This is an optimization exercise on Yosys and OpenROAD, whose aim is a short achievable clock period and few clock cycles per item, not a production implementation.
At most, simulation tests tie the RTL to the original design; equivalence was not proved.

==> inputs of job 4998 <==
## mipsCore
module mipsCore (
	input logic clk,
	input logic arstN,
	output logic [31:0] instrAddr,
	input logic [31:0] instr,
	output logic [31:0] dataAddr,
	output logic [31:0] dataWdata,
	output logic dataWrite,
	output logic dataRead,
	input logic [31:0] dataRdata
);
Settings: LEC_CHECK=0, CAP_MARGIN=20, CORE_MARGIN=2, CORE_UTILIZATION=30, PLACE_DENSITY=0.4, SETUP_SLACK_MARGIN=0.2, SLEW_MARGIN=20; clock period 9.5 ns.
run.sh (not shown) runs the stock make flow with config.mk's settings and CLKGATE_MAP_FILE= SYNTH_SCRIPT=/design/flow/synth_recipe.tcl, a recipe that flattens the netlist after the stock synthesis.
==> inputs of job 2434, as changes to job 4998 <==
--- a/flow/design.v
+++ b/flow/design.v
@@ -132,56 +132,76 @@
 	input logic sub,
 	input logic selAdd,
 	input logic selAnd,
 	input logic selOr,
 	input logic selSlt,
 	input logic selPassB,
 	input logic [mipsPkg::wordW-1:0] a,
 	input logic [mipsPkg::wordW-1:0] b,
+	input logic [mipsPkg::wordW-1:0] bx,
 	output logic [mipsPkg::wordW-1:0] result,
-	output logic equal
+	output logic equal,
+	output logic zero
 );
 	logic [wordW-1:0] sum;
+	logic [wordW-1:0] carryIfZero;
 	logic lt;
-	assign sum = a + (b ^ {wordW{sub}}) + {{(wordW-1){1'b0}}, sub};
+	logic addZero;
+	assign sum = a + bx + {{(wordW-1){1'b0}}, sub};
 	assign lt = (a[wordW-1] ^ b[wordW-1]) ? a[wordW-1] : sum[wordW-1];
 	assign result = ({wordW{selAdd}} & sum)
 		| ({wordW{selAnd}} & (a & b))
 		| ({wordW{selOr}} & (a | b))
 		| ({wordW{selPassB}} & b)
 		| {{(wordW-1){1'b0}}, selSlt & lt};
 	assign equal = (a == b);
+	assign carryIfZero = {a[wordW-2:0] | bx[wordW-2:0], sub};
+	assign addZero = ~|(a ^ bx ^ carryIfZero);
+	assign zero = selAdd ? addZero
+		: selAnd ? ~|(a & b)
+		: selOr ? ~|(a | b)
+		: selPassB ? ~|b
+		: selSlt ? ~lt
+		: 1'b1;
 endmodule
 `default_nettype wire
 `timescale 1ns/100ps
 `default_nettype none
 import mipsPkg::*;
 module regFile (
 	input logic clk,
 	input logic arstN,
 	input logic [mipsPkg::regAddrW-1:0] readAddrA,
 	input logic [mipsPkg::regAddrW-1:0] readAddrB,
 	input logic [mipsPkg::regAddrW-1:0] writeAddr,
 	input logic writeEn,
 	input logic [mipsPkg::wordW-1:0] writeData,
+	input logic writeZero,
+	input logic [mipsPkg::regAddrW-1:0] readAddrZ,
+	output logic readZeroZ,
 	output logic [mipsPkg::wordW-1:0] readDataA,
 	output logic [mipsPkg::wordW-1:0] readDataB
 );
 	logic [wordW-1:0] regs [1:31];
 	logic [31:1] valid;
+	logic [31:1] isZero;
 	always_ff @(posedge clk or negedge arstN) begin
 		if (!arstN) valid <= '0;
 		else if (writeEn && writeAddr != '0) valid[writeAddr] <= 1'b1;
 	end
 	always_ff @(posedge clk) begin
-		if (writeEn && writeAddr != '0) regs[writeAddr] <= writeData;
+		if (writeEn && writeAddr != '0) begin
+			regs[writeAddr] <= writeData;
+			isZero[writeAddr] <= writeZero;
+		end
 	end
 	assign readDataA = (readAddrA != '0 && valid[readAddrA]) ? regs[readAddrA] : '0;
 	assign readDataB = (readAddrB != '0 && valid[readAddrB]) ? regs[readAddrB] : '0;
+	assign readZeroZ = (readAddrZ == '0 || !valid[readAddrZ]) ? 1'b1 : isZero[readAddrZ];
 endmodule
 `default_nettype wire
 `timescale 1ns/100ps
 `default_nettype none
 import mipsPkg::*;
 module dataPath (
 	input logic clk,
 	input logic arstN,
@@ -202,51 +222,63 @@
 	logic [31:0] irD;
 	logic [31:2] pc4D;
 	logic validD;
 	logic [4:0] rsD, rtD;
 	logic usesRsD, usesRtD, isLoadD, isStoreD, isBeqD, isJalD, immBD, regWriteD;
 	logic [4:0] destD;
 	logic aluSubD, selAddD, selAndD, selOrD, selSltD, selPassBD;
 	logic [31:0] rfA, rfB;
+	logic [31:0] memVal;
 	logic [31:0] valA, valB;
+	logic hitEA, hitMA, hitWA, hitEB, hitMB, hitWB;
 	logic [31:0] simmD;
 	logic [31:2] brTargetD;
 	logic stall;
+	logic beqSameD, beqZeroD;
+	logic [4:0] rxD;
+	logic hitEX, hitMX, hitWX;
+	logic rfZeroX;
+	logic zeroXD;
+	logic knownXD;
+	logic [31:0] bD;
+	logic resolvedD, redirD;
 	logic validE;
-	logic [31:0] aE, bE, sE;
+	logic [31:0] aE, bE, bxE, sE;
 	logic [31:2] brTargetE;
 	logic [4:0] destE;
 	logic weE, isLoadE, isStoreE, isBeqE;
 	logic aluSubE, selAddE, selAndE, selOrE, selSltE, selPassBE;
-	logic fwdAmE, fwdAwE, fwdBmE, fwdBwE, fwdSmE, fwdSwE, fwdSlE;
-	logic [31:0] opA, opB, opS;
+	logic ldSE;
 	logic [31:0] resultE;
 	logic equalE;
+	logic zeroE;
 	logic redirE;
 	logic [31:0] resM;
 	logic [31:0] wdataM;
 	logic [4:0] destM;
 	logic weM, readM, writeM;
+	logic zeroM;
 	logic [31:0] resW;
 	logic [4:0] destW;
 	logic weW;
+	logic zeroW;
 	assign pcF4 = pcF + 30'd1;
 	assign pcJmp = {pcF4[31:28], instr[25:0]};
 	assign jumpF = (instr[31:27] == 5'b00001);
-	assign pcSeq = redirE ? brTargetE : (stall ? pcF : pcF4);
-	assign useJ = jumpF & ~redirE & ~stall;
+	assign pcSeq = redirE ? brTargetE : (redirD ? brTargetD : (stall ? pcF : pcF4));
+	assign useJ = jumpF & ~redirE & ~redirD & ~stall;
 	always_ff @(posedge clk or negedge arstN) begin
 		if (!arstN) pcF <= '0;
 		else pcF <= useJ ? pcJmp : pcSeq;
 	end
 	assign instrAddr = {pcF, 2'b00};
 	always_ff @(posedge clk or negedge arstN) begin
 		if (!arstN) validD <= 1'b0;
-		else if (redirE) validD <= 1'b0;
+		else if (redirE | redirD) validD <= 1'b0;
 		else if (!stall) validD <= 1'b1;
 	end
 	always_ff @(posedge clk) begin
 		if (!stall) begin
 			irD <= instr;
 			pc4D <= pcF4;
 		end
 	end
@@ -273,102 +305,122 @@
 	regFile regFile_inst (
 		.clk(clk),
 		.arstN(arstN),
 		.readAddrA(rsD),
 		.readAddrB(rtD),
 		.writeAddr(destW),
 		.writeEn(weW),
 		.writeData(resW),
+		.writeZero(zeroW),
+		.readAddrZ(rxD),
+		.readZeroZ(rfZeroX),
 		.readDataA(rfA),
 		.readDataB(rfB)
 	);
-	assign valA = (weW && destW == rsD) ? resW : rfA;
-	assign valB = (weW && destW == rtD) ? resW : rfB;
+	assign memVal = readM ? dataRdata : resM;
+	assign hitEA = weE & destE == rsD;
+	assign hitMA = weM & destM == rsD;
+	assign hitWA = weW & destW == rsD;
+	assign hitEB = weE & destE == rtD;
+	assign hitMB = weM & destM == rtD;
+	assign hitWB = weW & destW == rtD;
+	assign valA = hitEA ? resultE : (hitMA ? memVal : (hitWA ? resW : rfA));
+	assign valB = hitEB ? resultE : (hitMB ? memVal : (hitWB ? resW : rfB));
 	assign simmD = {{16{irD[15]}}, irD[15:0]};
 	assign brTargetD = pc4D + simmD[29:0];
-	assign stall = validD & validE & isLoadE & weE &
-		((usesRsD & rsD == destE) | (usesRtD & rtD == destE));
+	assign bD = isJalD ? {pc4D, 2'b00} : (immBD ? simmD : valB);
+	assign stall = validD & isLoadE & ~beqSameD &
+		((usesRsD & hitEA) | (usesRtD & hitEB));
+	assign beqSameD = isBeqD & (rsD == rtD);
+	assign beqZeroD = isBeqD & (rsD == '0 | rtD == '0);
+	assign rxD = (rsD == '0) ? rtD : rsD;
+	assign hitEX = weE & destE == rxD;
+	assign hitMX = weM & destM == rxD;
+	assign hitWX = weW & destW == rxD;
+	assign zeroXD = hitEX ? zeroE
+		: hitMX ? zeroM
+		: hitWX ? zeroW
+		: rfZeroX;
+	assign knownXD = ~(hitMX & readM);
+	assign resolvedD = beqSameD | (beqZeroD & knownXD);
+	assign redirD = validD & ~redirE & ~stall & (beqSameD | (beqZeroD & knownXD & zeroXD));
 	always_ff @(posedge clk or negedge arstN) begin
 		if (!arstN) begin
 			validE <= 1'b0;
 			weE <= 1'b0;
 			isLoadE <= 1'b0;
 			isStoreE <= 1'b0;
 			isBeqE <= 1'b0;
 		end else begin
 			validE <= validD & ~stall & ~redirE;
 			weE <= validD & ~stall & ~redirE & regWriteD;
 			isLoadE <= validD & ~stall & ~redirE & isLoadD;
 			isStoreE <= validD & ~stall & ~redirE & isStoreD;
-			isBeqE <= validD & ~stall & ~redirE & isBeqD;
+			isBeqE <= validD & ~stall & ~redirE & isBeqD & ~resolvedD;
 		end
 	end
 	always_ff @(posedge clk) begin
 		aE <= valA;
-		bE <= isJalD ? {pc4D, 2'b00} : (immBD ? simmD : valB);
+		bE <= bD;
+		bxE <= bD ^ {32{aluSubD}};
 		sE <= valB;
+		ldSE <= hitEB & isLoadE;
 		brTargetE <= brTargetD;
 		destE <= destD;
 		aluSubE <= aluSubD;
 		selAddE <= selAddD;
 		selAndE <= selAndD;
 		selOrE <= selOrD;
 		selSltE <= selSltD;
 		selPassBE <= selPassBD;
-		fwdAmE <= usesRsD & weE & rsD == destE;
-		fwdAwE <= usesRsD & weM & rsD == destM;
-		fwdBmE <= usesRtD & ~immBD & weE & rtD == destE;
-		fwdBwE <= usesRtD & ~immBD & weM & rtD == destM;
-		fwdSmE <= weE & ~isLoadE & rtD == destE;
-		fwdSlE <= weE & isLoadE & rtD == destE;
-		fwdSwE <= weM & rtD == destM;
-	end
-	assign opA = fwdAmE ? resM : (fwdAwE ? resW : aE);
-	assign opB = fwdBmE ? resM : (fwdBwE ? resW : bE);
-	assign opS = fwdSlE ? dataRdata : (fwdSmE ? resM : (fwdSwE ? resW : sE));
+	end
 	alu alu_inst (
 		.sub(aluSubE),
 		.selAdd(selAddE),
 		.selAnd(selAndE),
 		.selOr(selOrE),
 		.selSlt(selSltE),
 		.selPassB(selPassBE),
-		.a(opA),
-		.b(opB),
+		.a(aE),
+		.b(bE),
+		.bx(bxE),
 		.result(resultE),
-		.equal(equalE)
+		.equal(equalE),
+		.zero(zeroE)
 	);
 	assign redirE = isBeqE & equalE;
 	always_ff @(posedge clk or negedge arstN) begin
 		if (!arstN) begin
 			weM <= 1'b0;
 			readM <= 1'b0;
 			writeM <= 1'b0;
 		end else begin
 			weM <= weE;
 			readM <= isLoadE;
 			writeM <= isStoreE;
 		end
 	end
 	always_ff @(posedge clk) begin
 		resM <= resultE;
-		wdataM <= opS;
+		zeroM <= zeroE;
+		wdataM <= ldSE ? dataRdata : sE;
 		destM <= destE;
 	end
 	assign dataAddr = resM;
 	assign dataWdata = wdataM;
 	assign dataRead = readM;
 	assign dataWrite = writeM;
 	always_ff @(posedge clk or negedge arstN) begin
 		if (!arstN) weW <= 1'b0;
 		else weW <= weM;
 	end
 	always_ff @(posedge clk) begin
-		resW <= readM ? dataRdata : resM;
+		resW <= memVal;
+		zeroW <= readM ? (dataRdata == '0) : zeroM;
 		destW <= destM;
 	end
 endmodule
 `default_nettype wire
 `timescale 1ns/100ps
 `default_nettype none
 import mipsPkg::*;
 module mipsCore (
==> flow/flow/run.sh (new file) <==
#!/bin/bash
# Layout: the standard flow, with a deeper timing repair. The
# resizer may pick any footprint and aims past the clock period, so
# it keeps working on the slowest paths. Full make output goes to
# flow_make.log here; each step's own log stays under orfs/logs.
set -euo pipefail
bash standard.sh MATCH_CELL_FOOTPRINT=0 SETUP_SLACK_MARGIN=6.5 finish > flow_make.log 2>&1
==> flow/standard.sh (new file) <==
#!/bin/bash
# synth_recipe.tcl (not shown) runs the flow's synth.tcl, then flattens the netlist and writes it again
# the make line also repeats each setting of config.mk as NAME=value (left out here)
make -C /OpenROAD-flow-scripts/flow DESIGN_CONFIG=/design/flow/config.mk WORK_HOME=/design/flow/orfs CLKGATE_MAP_FILE= SYNTH_SCRIPT=/design/flow/synth_recipe.tcl "${@:-finish}"
- CORE_UTILIZATION: 30 -> 40
- PLACE_DENSITY: 0.4 -> 0.6
- SETUP_SLACK_MARGIN: 0.2 -> not set
removed: flow/run.sh
==> flow_metrics.env <==
export IMPL_seq_power_share=0.444
export IMPL_synth_area_per_cell_um2=15.0
export IMPL_drt_met1_wl_mm=102
export IMPL_synthAdderAreaFrac=0.0309
export IMPL_status="timing/DRC/antenna clean"
export IMPL_cp_max_fo=8
export IMPL_cp_required_ns=10.26
export IMPL_worst_path_largest_cell_delay_ns=1.01
export IMPL_clock_latency_ns=0.83
# the run above: job 2434

==> flow_metrics.env <==
export IMPL_synthAdderAreaFrac=0.0263
export IMPL_seq_power_share=0.465
export IMPL_worst_path_largest_cell_delay_ns=1.03
export IMPL_clock_latency_ns=0.80
export IMPL_drt_met1_wl_mm=109
export IMPL_status="timing/DRC/antenna clean"
export IMPL_cp_max_fo=49
export IMPL_synth_area_per_cell_um2=15.2
# the run above: job 4998

Testbench counts of job 2434, summed over its fixed seeds: cycles 35,420, instrs 33,199.
Function not checked in job 4998: the RTL went through the layout flow alone.

afterwards: timing with drivers on the ports:
The results above use ideal ports. As a check the final layouts listed here were re-extracted and re-timed, cells and wires unchanged.
Step 1, drivers: a clkbuf_16 drives clk and a buf_2 each remaining input, both assumed.
Step 2 times the ports against the registers' clock, not the clock port: input delays grow and output delays shrink by t, the midpoint of the rising clock arrivals with the driver on.
a / b / c = ideal / step 1 / step 2; a / b = the first two.
run | t, ns | slack for setup (ns) | worst setup path after step 2 | slew at the worst register clock pin (ns) | worst slew at a driven data input, ns
job 4998 | 0.871 | 3.551 / 3.551 / 3.551 | register to register | 0.06 / 0.06 | 0.08
job 2434 | 0.882 | 5.665 / 5.665 / 5.203 | input to register | 0.07 / 0.07 | 0.12
After both steps setup and hold are still met in every run listed. For job 2434, which loses most, drivers alone change the setup slack by 0.000 ns; drivers and shift together by -0.462 ns.
